This design comes from an exercise in tuning for a short achievable clock period and few clock cycles per item on the open sky130 flow, not from production work. In this exercise RTL edits were held to simulation tests only and were not proved equivalent to the original. No activity file was given, so power comes from the tool's default toggle rates.

==> design/flow/run.sh <==
#!/bin/bash
# synth_recipe.tcl (not shown) runs the flow's synth.tcl, then flattens the netlist and writes it again
# the make line also repeats each setting of config.mk as NAME=value (left out here)
make -C /OpenROAD-flow-scripts/flow DESIGN_CONFIG=/design/flow/config.mk WORK_HOME=/design/flow/orfs CLKGATE_MAP_FILE= SYNTH_SCRIPT=/design/flow/synth_recipe.tcl finish
==> design/flow/config.mk <==
export PLATFORM = sky130hd
export DESIGN_NAME = swap_slot_page_fault_engine_top
export DESIGN_NICKNAME = swap_slot_page_fault_engine_top
export VERILOG_FILES = /design/flow/design.v
export SDC_FILE = /design/flow/constraint.sdc
export NUM_CORES = 4
export LEC_CHECK = 0
export CAP_MARGIN = 20
export CELL_PAD_IN_SITES_DETAIL_PLACEMENT = 1
export CELL_PAD_IN_SITES_GLOBAL_PLACEMENT = 2
export CORE_MARGIN = 2
export CORE_UTILIZATION = 30
export SLEW_MARGIN = 20
export SYNTH_MEMORY_MAX_BITS = 16384
==> design/flow/constraint.sdc <==
create_clock -name core_clock -period 8.0 [get_ports {clock}]
set_input_delay 1.6000 -clock core_clock [delete_from_list [all_inputs] [get_ports {clock}]]
set_output_delay 1.6000 -clock core_clock [all_outputs]
set_load 0.01 [all_outputs]
==> design/flow/design.v <==
`timescale 1ns / 1ps
`default_nettype none
module sspf_ram #(
   parameter int WIDTH = 32,
   parameter int DEPTH = 16,
   parameter int ADDR_W = (DEPTH > 1) ? $clog2(DEPTH) : 1
) (
   input  wire logic              clock,
   input  wire logic              wr_en,
   input  wire logic [ADDR_W-1:0] wr_addr,
   input  wire logic [WIDTH-1:0]  wr_data,
   input  wire logic              rd_en,
   input  wire logic [ADDR_W-1:0] rd_addr,
   output      logic [WIDTH-1:0]  rd_data
);
   logic [WIDTH-1:0] mem_ff [DEPTH];
   logic [WIDTH-1:0] rd_data_ff;
   always_ff @(posedge clock) begin
      if (wr_en) begin
         mem_ff[wr_addr] <= wr_data;
      end
      if (rd_en) begin
         rd_data_ff <= mem_ff[rd_addr];
      end
   end
   assign rd_data = rd_data_ff;
endmodule
`default_nettype wire
`timescale 1ns / 1ps
`default_nettype none
module sspf_divider #(
   parameter int BLOCKS_PER_PAGE = 8
) (
   input  wire logic                          clock,
   input  wire logic                          reset,
   input  wire logic                          start,
   input  wire logic [19:0]  dividend,
   output      logic         done,
   output      logic [19:0]  quotient
);
   localparam int BLOCK_W = 20;
   localparam int                 SHIFT_W = BLOCK_W + $clog2(BLOCKS_PER_PAGE);
   localparam int                 RECIP_W = BLOCK_W + 2;
   localparam int                 PROD_W  = BLOCK_W + RECIP_W;
   localparam logic [RECIP_W-1:0] RECIP   =
      RECIP_W'((64'd1 << SHIFT_W) / 64'(BLOCKS_PER_PAGE) + 64'd1);
   logic               done_ff, done_in;
   logic [BLOCK_W-1:0] quot_ff, quot_in;
   logic [PROD_W-1:0]  product;
   always_comb begin
      product = PROD_W'(dividend) * PROD_W'(RECIP);
      done_in = start;
      quot_in = quot_ff;
      if (start) begin
         quot_in = BLOCK_W'(product >> SHIFT_W);
      end
   end
   always_ff @(posedge clock) begin
      if (reset) begin
         done_ff <= 1'b0;
      end else begin
         done_ff <= done_in;
      end
   end
   always_ff @(posedge clock) begin
      quot_ff <= quot_in;
   end
   assign done     = done_ff;
   assign quotient = quot_ff;
endmodule
`default_nettype wire
`timescale 1ns / 1ps
`default_nettype none
module swap_slot_page_fault_engine_top #(
   parameter int SLOT_COUNT      = 512,
   parameter int BLOCKS_PER_PAGE = 8
) (
   input  wire logic                            clock,
   input  wire logic                            reset,
   input  wire logic                            req_valid,
   output      logic                            req_ready,
   input  wire logic [1:0]                      req_cmd,
   input  wire logic [31:0]                     req_entry,
   input  wire logic [31:0]                     req_new_frame,
   output      logic                            rsp_valid,
   input  wire logic                            rsp_ready,
   output      logic [31:0]                     rsp_new_entry,
   output      logic [19:0]                     rsp_block_no,
   output      logic [1:0]                      rsp_action,
   output      logic [1:0]                      rsp_status,
   input  wire logic                            csr_valid,
   output      logic                            csr_ready,
   input  wire logic [0:0]            csr_index,
   input  wire logic [15:0]           csr_wdata
);
   localparam int ENTRY_W         = 32;
   localparam int FLAG_W          = 12;
   localparam int PAGE_SHIFT      = 12;
   localparam int BLOCK_W         = ENTRY_W - PAGE_SHIFT;
   localparam int BASE_W          = 16;
   localparam int FREE_WORD_W     = 32;
   localparam int FREE_BIT_W      = 5;
   localparam int SLOT_COUNT_DEF      = 512;
   localparam int BLOCKS_PER_PAGE_DEF = 8;
   localparam int                 CSR_IDX_W        = 1;
   localparam logic [CSR_IDX_W-1:0] CSR_SWAP_BASE    = 1'b0;
   localparam logic [CSR_IDX_W-1:0] CSR_SWAPPED_MARK = 1'b1;
   localparam logic [BASE_W-1:0] SWAP_BASE_RST    = 16'd2;
   localparam logic [FLAG_W-1:0] SWAPPED_MARK_RST = 12'd512;
   localparam logic [FLAG_W-1:0] PTE_PRESENT  = 12'h001;
   localparam logic [FLAG_W-1:0] PTE_WRITABLE = 12'h002;
   typedef enum logic [1:0] {
      CMD_SWAP_OUT = 2'd0,
      CMD_FAULT    = 2'd1,
      CMD_RELEASE  = 2'd2,
      CMD_UNUSED   = 2'd3
   } cmd_type;
   typedef enum logic [1:0] {
      ACT_NONE  = 2'd0,
      ACT_WRITE = 2'd1,
      ACT_READ  = 2'd2,
      ACT_COPY  = 2'd3
   } action_type;
   typedef enum logic [1:0] {
      ST_OK    = 2'd0,
      ST_FULL  = 2'd1,
      ST_RANGE = 2'd2
   } status_type;
   typedef struct packed {
      cmd_type            cmd;
      logic [ENTRY_W-1:0] entry;
      logic [ENTRY_W-1:0] new_frame;
   } req_type;
   typedef struct packed {
      logic [ENTRY_W-1:0] new_entry;
      logic [BLOCK_W-1:0] block_no;
      action_type         action;
      status_type         status;
   } rsp_type;
   typedef struct packed {
      logic               done;
      logic [BLOCK_W-1:0] quotient;
   } div_result_type;
   localparam int SLOT_W   = $clog2(SLOT_COUNT);
   localparam int WORD_CNT = (SLOT_COUNT + FREE_WORD_W - 1) / FREE_WORD_W;
   localparam int WADDR_W  = (WORD_CNT > 1) ? $clog2(WORD_CNT) : 1;
   localparam int TAIL     = SLOT_COUNT % FREE_WORD_W;
   localparam logic [FREE_WORD_W-1:0] LAST_MASK = (TAIL == 0) ? {FREE_WORD_W{1'b1}} :
                                                  FREE_WORD_W'((64'd1 << TAIL) - 64'd1);
   localparam logic [WADDR_W-1:0] LAST_WORD = WADDR_W'(WORD_CNT - 1);
   localparam logic [SLOT_W-1:0]  LAST_SLOT = SLOT_W'(SLOT_COUNT - 1);
   localparam logic [BLOCK_W-1:0] SLOT_LIMIT = BLOCK_W'(SLOT_COUNT);
   typedef enum logic [6:0] {
      S_CLEAR = 7'b0000001,
      S_IDLE  = 7'b0000010,
      S_SCAN  = 7'b0000100,
      S_BUILD = 7'b0001000,
      S_DIV   = 7'b0010000,
      S_FREE  = 7'b0100000,
      S_OUT   = 7'b1000000
   } state_type;
   state_type          state_ff, state_in;
   logic [SLOT_W-1:0]  ctr_ff, ctr_in;
   logic [WADDR_W-1:0] ptr_ff, ptr_in;
   logic [BASE_W-1:0]  base_ff, base_in;
   logic [FLAG_W-1:0]  mark_ff, mark_in;
   cmd_type            cmd_ff, cmd_in;
   logic [FLAG_W-1:0]  flags_ff, flags_in;
   logic [BLOCK_W-1:0] frame_ff, frame_in;
   logic [BLOCK_W-1:0] block_ff, block_in;
   logic [SLOT_W-1:0]  idx_ff, idx_in;
   rsp_type            rsp_ff, rsp_in;
   logic                   bm_wr_en, bm_rd_en;
   logic [WADDR_W-1:0]     bm_wr_addr, bm_rd_addr;
   logic [FREE_WORD_W-1:0] bm_wr_data, bm_rd_data;
   logic                   fl_wr_en, fl_rd_en;
   logic [SLOT_W-1:0]      fl_wr_addr, fl_rd_addr;
   logic [FLAG_W-1:0]      fl_wr_data, fl_rd_data;
   logic                   div_start;
   logic [BLOCK_W-1:0]     div_dividend;
   div_result_type         div_res;
   logic [BLOCK_W-1:0]     req_block;
   logic [FREE_WORD_W-1:0] scan_word;
   logic [FREE_BIT_W-1:0]  scan_bit;
   logic [SLOT_W-1:0]      scan_idx;
   logic [BLOCK_W-1:0]     slot_block;
   req_type                req_data;
   function automatic logic [FREE_BIT_W-1:0] first_set(input logic [FREE_WORD_W-1:0] w);
      logic [FREE_BIT_W-1:0] pos;
      pos = '0;
      for (int i = FREE_WORD_W - 1; i >= 0; i--) begin
         if (w[i]) begin
            pos = FREE_BIT_W'(i);
         end
      end
      first_set = pos;
   endfunction
   sspf_ram #(
      .WIDTH (FREE_WORD_W),
      .DEPTH (WORD_CNT),
      .ADDR_W(WADDR_W)
   ) u_free_ram (
      .clock  (clock),
      .wr_en  (bm_wr_en),
      .wr_addr(bm_wr_addr),
      .wr_data(bm_wr_data),
      .rd_en  (bm_rd_en),
      .rd_addr(bm_rd_addr),
      .rd_data(bm_rd_data)
   );
   sspf_ram #(
      .WIDTH (FLAG_W),
      .DEPTH (SLOT_COUNT),
      .ADDR_W(SLOT_W)
   ) u_flags_ram (
      .clock  (clock),
      .wr_en  (fl_wr_en),
      .wr_addr(fl_wr_addr),
      .wr_data(fl_wr_data),
      .rd_en  (fl_rd_en),
      .rd_addr(fl_rd_addr),
      .rd_data(fl_rd_data)
   );
   sspf_divider #(
      .BLOCKS_PER_PAGE(BLOCKS_PER_PAGE)
   ) u_divider (
      .clock   (clock),
      .reset   (reset),
      .start   (div_start),
      .dividend(div_dividend),
      .done    (div_res.done),
      .quotient(div_res.quotient)
   );
   assign req_ready = (state_ff == S_IDLE);
   assign rsp_valid = (state_ff == S_OUT);
   assign rsp_new_entry = rsp_ff.new_entry;
   assign rsp_block_no  = rsp_ff.block_no;
   assign rsp_action    = rsp_ff.action;
   assign rsp_status    = rsp_ff.status;
   assign csr_ready = 1'b1;
   assign req_data.cmd       = cmd_type'(req_cmd);
   assign req_data.entry     = req_entry;
   assign req_data.new_frame = req_new_frame;
   assign req_block    = req_data.entry[ENTRY_W-1:PAGE_SHIFT];
   assign div_dividend = req_block - BLOCK_W'(base_ff);
   assign scan_word    = bm_rd_data & ((ptr_ff == LAST_WORD) ? LAST_MASK : '1);
   assign scan_bit     = first_set(scan_word);
   assign scan_idx     = SLOT_W'({ptr_ff, scan_bit});
   assign slot_block   = BLOCK_W'(32'(base_ff) + 32'(idx_ff) * 32'(BLOCKS_PER_PAGE));
   always_comb begin
      state_in   = state_ff;
      ctr_in     = ctr_ff;
      ptr_in     = ptr_ff;
      base_in    = base_ff;
      mark_in    = mark_ff;
      cmd_in     = cmd_ff;
      flags_in   = flags_ff;
      frame_in   = frame_ff;
      block_in   = block_ff;
      idx_in     = idx_ff;
      rsp_in     = rsp_ff;
      bm_wr_en   = 1'b0;
      bm_wr_addr = '0;
      bm_wr_data = '0;
      bm_rd_en   = 1'b0;
      bm_rd_addr = '0;
      fl_wr_en   = 1'b0;
      fl_wr_addr = '0;
      fl_wr_data = '0;
      fl_rd_en   = 1'b0;
      fl_rd_addr = '0;
      div_start  = 1'b0;
      if (csr_valid) begin
         case (csr_index)
            CSR_SWAP_BASE:    base_in = csr_wdata;
            CSR_SWAPPED_MARK: mark_in = csr_wdata[FLAG_W-1:0];
            default:          ;
         endcase
      end
      case (state_ff)
         S_CLEAR: begin
            bm_wr_en   = 1'b1;
            bm_wr_addr = WADDR_W'(ctr_ff >> FREE_BIT_W);
            bm_wr_data = '1;
            fl_wr_en   = 1'b1;
            fl_wr_addr = ctr_ff;
            fl_wr_data = '0;
            ctr_in     = ctr_ff + 1'b1;
            if (ctr_ff == LAST_SLOT) begin
               state_in = S_IDLE;
            end
         end
         S_IDLE: begin
            if (req_valid) begin
               cmd_in   = req_data.cmd;
               flags_in = req_data.entry[FLAG_W-1:0];
               frame_in = req_data.new_frame[ENTRY_W-1:PAGE_SHIFT];
               block_in = req_block;
               rsp_in           = '0;
               rsp_in.status    = ST_OK;
               state_in = S_OUT;
               case (req_data.cmd)
                  CMD_SWAP_OUT: begin
                     bm_rd_en = 1'b1;
                     ptr_in   = '0;
                     state_in = S_SCAN;
                  end
                  CMD_FAULT, CMD_RELEASE: begin
                     if (req_data.cmd == CMD_FAULT && req_data.entry[0]) begin
                        rsp_in.new_entry = {req_data.new_frame[ENTRY_W-1:PAGE_SHIFT],
                                            PTE_PRESENT | PTE_WRITABLE};
                        rsp_in.action    = ACT_COPY;
                     end else if (req_block < BLOCK_W'(base_ff)) begin
                        rsp_in.block_no = req_block;
                        rsp_in.status   = ST_RANGE;
                     end else begin
                        div_start = 1'b1;
                        state_in  = S_DIV;
                     end
                  end
                  default: ;
               endcase
            end
         end
         S_SCAN: begin
            if (|scan_word) begin
               bm_wr_en   = 1'b1;
               bm_wr_addr = ptr_ff;
               bm_wr_data = bm_rd_data & ~(FREE_WORD_W'(1) << scan_bit);
               fl_wr_en   = 1'b1;
               fl_wr_addr = scan_idx;
               fl_wr_data = flags_ff;
               idx_in     = scan_idx;
               state_in   = S_BUILD;
            end else if (ptr_ff == LAST_WORD) begin
               rsp_in           = '0;
               rsp_in.status    = ST_FULL;
               state_in = S_OUT;
            end else begin
               ptr_in     = ptr_ff + 1'b1;
               bm_rd_en   = 1'b1;
               bm_rd_addr = ptr_ff + 1'b1;
            end
         end
         S_BUILD: begin
            rsp_in.new_entry = {slot_block, mark_ff[FLAG_W-1:1], 1'b0};
            rsp_in.block_no  = slot_block;
            rsp_in.action    = ACT_WRITE;
            rsp_in.status    = ST_OK;
            state_in         = S_OUT;
         end
         S_DIV: begin
            if (div_res.done) begin
               if (div_res.quotient >= SLOT_LIMIT) begin
                  rsp_in.block_no = block_ff;
                  rsp_in.status   = ST_RANGE;
                  state_in        = S_OUT;
               end else begin
                  idx_in     = SLOT_W'(div_res.quotient);
                  bm_rd_en   = 1'b1;
                  bm_rd_addr = WADDR_W'(div_res.quotient >> FREE_BIT_W);
                  fl_rd_en   = 1'b1;
                  fl_rd_addr = SLOT_W'(div_res.quotient);
                  state_in   = S_FREE;
               end
            end
         end
         S_FREE: begin
            bm_wr_en        = 1'b1;
            bm_wr_addr      = WADDR_W'(idx_ff >> FREE_BIT_W);
            bm_wr_data      = bm_rd_data | (FREE_WORD_W'(1) << FREE_BIT_W'(idx_ff));
            rsp_in.block_no = block_ff;
            rsp_in.status   = ST_OK;
            if (cmd_ff == CMD_FAULT) begin
               rsp_in.new_entry = {frame_ff, fl_rd_data | PTE_PRESENT};
               rsp_in.action    = ACT_READ;
            end
            state_in = S_OUT;
         end
         S_OUT: begin
            if (rsp_ready) begin
               state_in = S_IDLE;
            end
         end
         default: begin
            state_in = S_IDLE;
         end
      endcase
   end
   always_ff @(posedge clock) begin
      if (reset) begin
         state_ff <= S_CLEAR;
         ctr_ff   <= '0;
         ptr_ff   <= '0;
         base_ff  <= SWAP_BASE_RST;
         mark_ff  <= SWAPPED_MARK_RST;
      end else begin
         state_ff <= state_in;
         ctr_ff   <= ctr_in;
         ptr_ff   <= ptr_in;
         base_ff  <= base_in;
         mark_ff  <= mark_in;
      end
   end
   always_ff @(posedge clock) begin
      cmd_ff   <= cmd_in;
      flags_ff <= flags_in;
      frame_ff <= frame_in;
      block_ff <= block_in;
      idx_ff   <= idx_in;
      rsp_ff   <= rsp_in;
   end
endmodule
`default_nettype wire
==> results.py <==
metrics = {
    "global_routing": {
        "grt_max_degree": 179,
        "antenna_found_initial": 117,
        "grt_overflow": 0,
        "grt_pass1_vias": 157000,
        "grt_usage_pct": 23.5,
        "grt_pass1_wl_mm": 1390,
    },
    "die": {
        "core_area_um2": 836000,
        "ios": 147,
        "rows": 336,
        "die_w_um": 920,
        "die-area_um2": 846000,
        "die-height_um": 920,
        "start_util_pct": 30.1,
    },
    "layout": {
        "post-route-util_pct": 35.3,
        "fin_area_um2": 295000,
        "syn2layout_area_growth_pct": 17.5,
        "drive_gt1_share_pct": 17.0,
        "finalNetCount": 16600,
    },
    "setup_path": {
        "worst_setup_path_end_kind": "flip-flop",
        "path_class": "reg2reg",
        "cp_slowest_stage_delay_ns": 0.87,
        "cp_max_fo": 65,
        "cp.required_ns": 8.88,
        "worstPathCellList": "or4_1 > or4_4 > nor2_4 > buf_12 > buf_12 > mux4_2 > nand2_1 > a21oi_1 > a311oi_1 > a2111oi_2 > buf_4 > buf_4 > a211oi_1 > a32o_1 > nor3_1",
        "critPathLaunchType": "flip-flop",
        "crit_path_top_delay_cell": "nor2_4",
        "cp_data_arrival_time_ns": 8.05,
    },
    "timing": {
        "hold_viol_final": 0,
        "finalSetupTns_ns": 0,
        "rsz0062_at_grt": "false",
        "fin_hold_ws_ns": 0.457,
        "maxSlewHeadroom_pct": 11.2,
        "drv_slew": 0,
        "worst_pin_slew_ns": 1.32,
        "min_period_ns": 7.16,
        "setup_viol": 0,
        "fin_crit_sh_pct": 89.5,
        "fin_skew_ns": 0.0745,
        "max_freq_mhz": 140,
    },
    "synthesis": {
        "synthMostInstantiatedCell": "edfxtp_1",
        "yosysTopAreaCellShare_pct": 75.5,
        "synth-edff-count": 6321,
        "yosysUniqueCellTypes": 99,
        "netlist_instances": 15700,
        "synthesis.nets": 15900,
        "yosysTopAreaCell": "edfxtp_1",
        "async_flop_share_pct": 0,
        "synthFlopType": "edfxtp_1",
        "synth.area.top_cells": "edfxtp_1, mux2i_1, mux4_2",
        "syn-cell-area_um2": 251000,
        "synth.top_cells.by_count": "edfxtp_1, nand2_1, nor2_1",
        "ys_seq_elements": 6369,
        "ys.warnings.count": 4,
        "avgSynthCellArea_um2": 16.0,
        "ys_seq_area_share_pct": 75.9,
    },
    "power_and_ir_drop": {
        "power_density_nw_per_um2": 233,
        "p_leak_nw": 94.1,
        "ir_drop_mv": 0.255,
    },
    "cts": {
        "cts_made_buffers": 675,
        "htree_levels": 6,
        "clock_path_buffers": 4,
        "postCtsSetupBuffers": 0,
        "cts_tree": "done",
        "cts_sinks": 6369,
        "clk_latency_ns": 1.18,
        "cts-root-buf": "clkbuf_16",
        "postCtsHoldBufs": 0,
        "cts-resized-gates": 0,
        "clkTransAtPathRegs_ns": 0.07,
    },
    "detailed_routing": {
        "vias": 159000,
        "drc_errors": 0,
        "viasPerCell": 5.63,
        "ant_nets": 0,
        "drtIter0Drc": 19800,
        "routed_wl_mm": 1030,
        "avgRoutedWirePerCell_um": 36.4,
        "drt_pre_antenna_iters": 6,
    },
    "place": {
        "place_area_um2": 274000,
        "port_buffers": 133,
        "hpwlAfterDp_mm": 638,
        "place.gp.congestion": 0.859,
    },
    "outcome": {
        "status": "no timing/DRC/antenna violations",
    },
    "job": {
        "drv_cap": 0,
    },
    "hold_path": {
        "min_path_type": "reg2reg",
    },
}
-- worst max-delay path, delay by kind of cell (launching register included) --
family                 cells  cell delay (ns)
buffers and inverters      4             1.04
AND/OR/NAND/NOR            5             2.54
multiplexers               1             0.46
flip-flops                 1             0.39
AO/OA/AOI/OAI              5             2.15
-- registers in the layout (all words and copies together), names as in the netlist --
register / count
base_ff: 16
block_ff: 20
cmd_ff: 2
ctr_ff: 9
flags_ff: 11
frame_ff: 20
idx_ff: 9
mark_ff: 11
ptr_ff: 4
rsp_ff: 55
state_ff: 7
u_divider.done_ff: 1
u_divider.quot_ff: 17
u_flags_ram.mem_ff: 5632
u_flags_ram.rd_data_ff: 11
u_free_ram.mem_ff: 512
u_free_ram.rd_data_ff: 32
-- cells by family after synthesis --
kind of cell / synth area share [%]
XOR/XNOR: 0.104
AND/OR/NAND/NOR: 6.45
buffers and inverters: 2.02
multiplexers: 6.86
other: 0.00149
adder cells (fa/ha/maj): 0.157
flip-flops: 75.9
AO/OA/AOI/OAI: 8.55
-- metrics by stage --
step / setup WS, ns / std cells / total power, W
4_1_cts: 1.08 / 28200 / 0.0693
3_5_place_dp: 1.13 / 27000 / 0.0390
2_1_floorplan: 1.85 / 15700 / 0.0379
6_report: 0.838 / 28300 / 0.0689
5_1_grt: 0.987 / 28200 / 0.0705
3_3_place_gp: 0.759 / 26900 / 0.0390
-- final timing paths --
path,startpoint,endpoint,slack [ns],depth (start not counted)
hold reg to reg,base_ff[2],base_ff[2],0.46,2
setup reg to reg,u_divider.quot_ff[15],u_flags_ram.rd_data_ff[7],0.84,15
setup / recovery,u_divider.quot_ff[15],u_flags_ram.rd_data_ff[7],0.84,15
hold / removal,base_ff[2],base_ff[2],0.46,2
-- cell type report --
| class | count | area (µm²) |
|---|---|---|
| Fill cell | 84500 | 541000 |
| Multi-Input combinational cell | 8201 | 58200 |
| Tap cell | 11200 | 14000 |
| Sequential cell | 6369 | 191000 |
| Inverter | 54 | 223 |
| Clock buffer | 859 | 17900 |
| Clock inverter | 364 | 3080 |
| Antenna cell | 64 | 160 |
| Timing Repair Buffer | 1192 | 11100 |
-- power breakdown --
| part | switching [W] | total (W) | internal, W |
|---|---|---|---|
| sequential | 0.0000321 | 0.0365 | 0.0364 |
| combinational | 0.00150 | 0.00191 | 0.000408 |
| clock | 0.0136 | 0.0305 | 0.0170 |
-- cells in the final DEF (no fill, tap or decap), drive strengths merged, types with 94 or more instances in the layout --
| master | n |
|---|---|
| o221ai | 437 |
| clkdlybuf4s50 | 132 |
| clkinv | 300 |
| nor3 | 731 |
| and2 | 167 |
| nand3 | 214 |
| o211ai | 147 |
| mux2i | 864 |
| o22ai | 216 |
| o21ai | 433 |
| or3 | 94 |
| a31oi | 233 |
| mux2 | 174 |
| buf | 1060 |
| edfxtp | 6321 |
| mux4 | 295 |
| nand2 | 1181 |
| nor2 | 948 |
| a21oi | 839 |
| a211oi | 293 |
| clkbuf | 859 |
-- metal layers --
layer / share of wire, % / GRT usage, %
met5: 0.020 / 0
met4: 4.8 / 10.1
met3: 7.9 / 4.12
met2: 47 / 37.7
met1: 41 / 31.4
Testbench counts, summed over its fixed seeds: cycles 41,969, items 9,600.

==> what the ideal ports hide <==
The flow's constraints put no driver on any port. The routed layout listed below was extracted and timed again, unchanged, in two steps. Step 1 (the two cells are an assumption about what drives the block):
set clk [get_ports {clock}]
set_driving_cell -lib_cell sky130_fd_sc_hd__clkbuf_16 $clk
set_driving_cell -lib_cell sky130_fd_sc_hd__buf_2 [delete_from_list [all_inputs] $clk]
Step 2 times the ports against the registers' clock, not the clock port: input delays grow and output delays shrink by t, the midpoint of the rising clock arrivals with the driver on. Three values: ideal ports, drivers, drivers and shift; two values: the first two.
t (ns): 1.292
setup slack, ns: 0.838 / 0.838 / 0.838
hold WS [ns]: 0.457 / 0.457 / 0.457
pins driven straight from the clock port: 1
After both steps setup and hold are still met in this run. For this run, drivers alone change the setup slack by 0.000 ns; drivers and shift together by 0.000 ns.
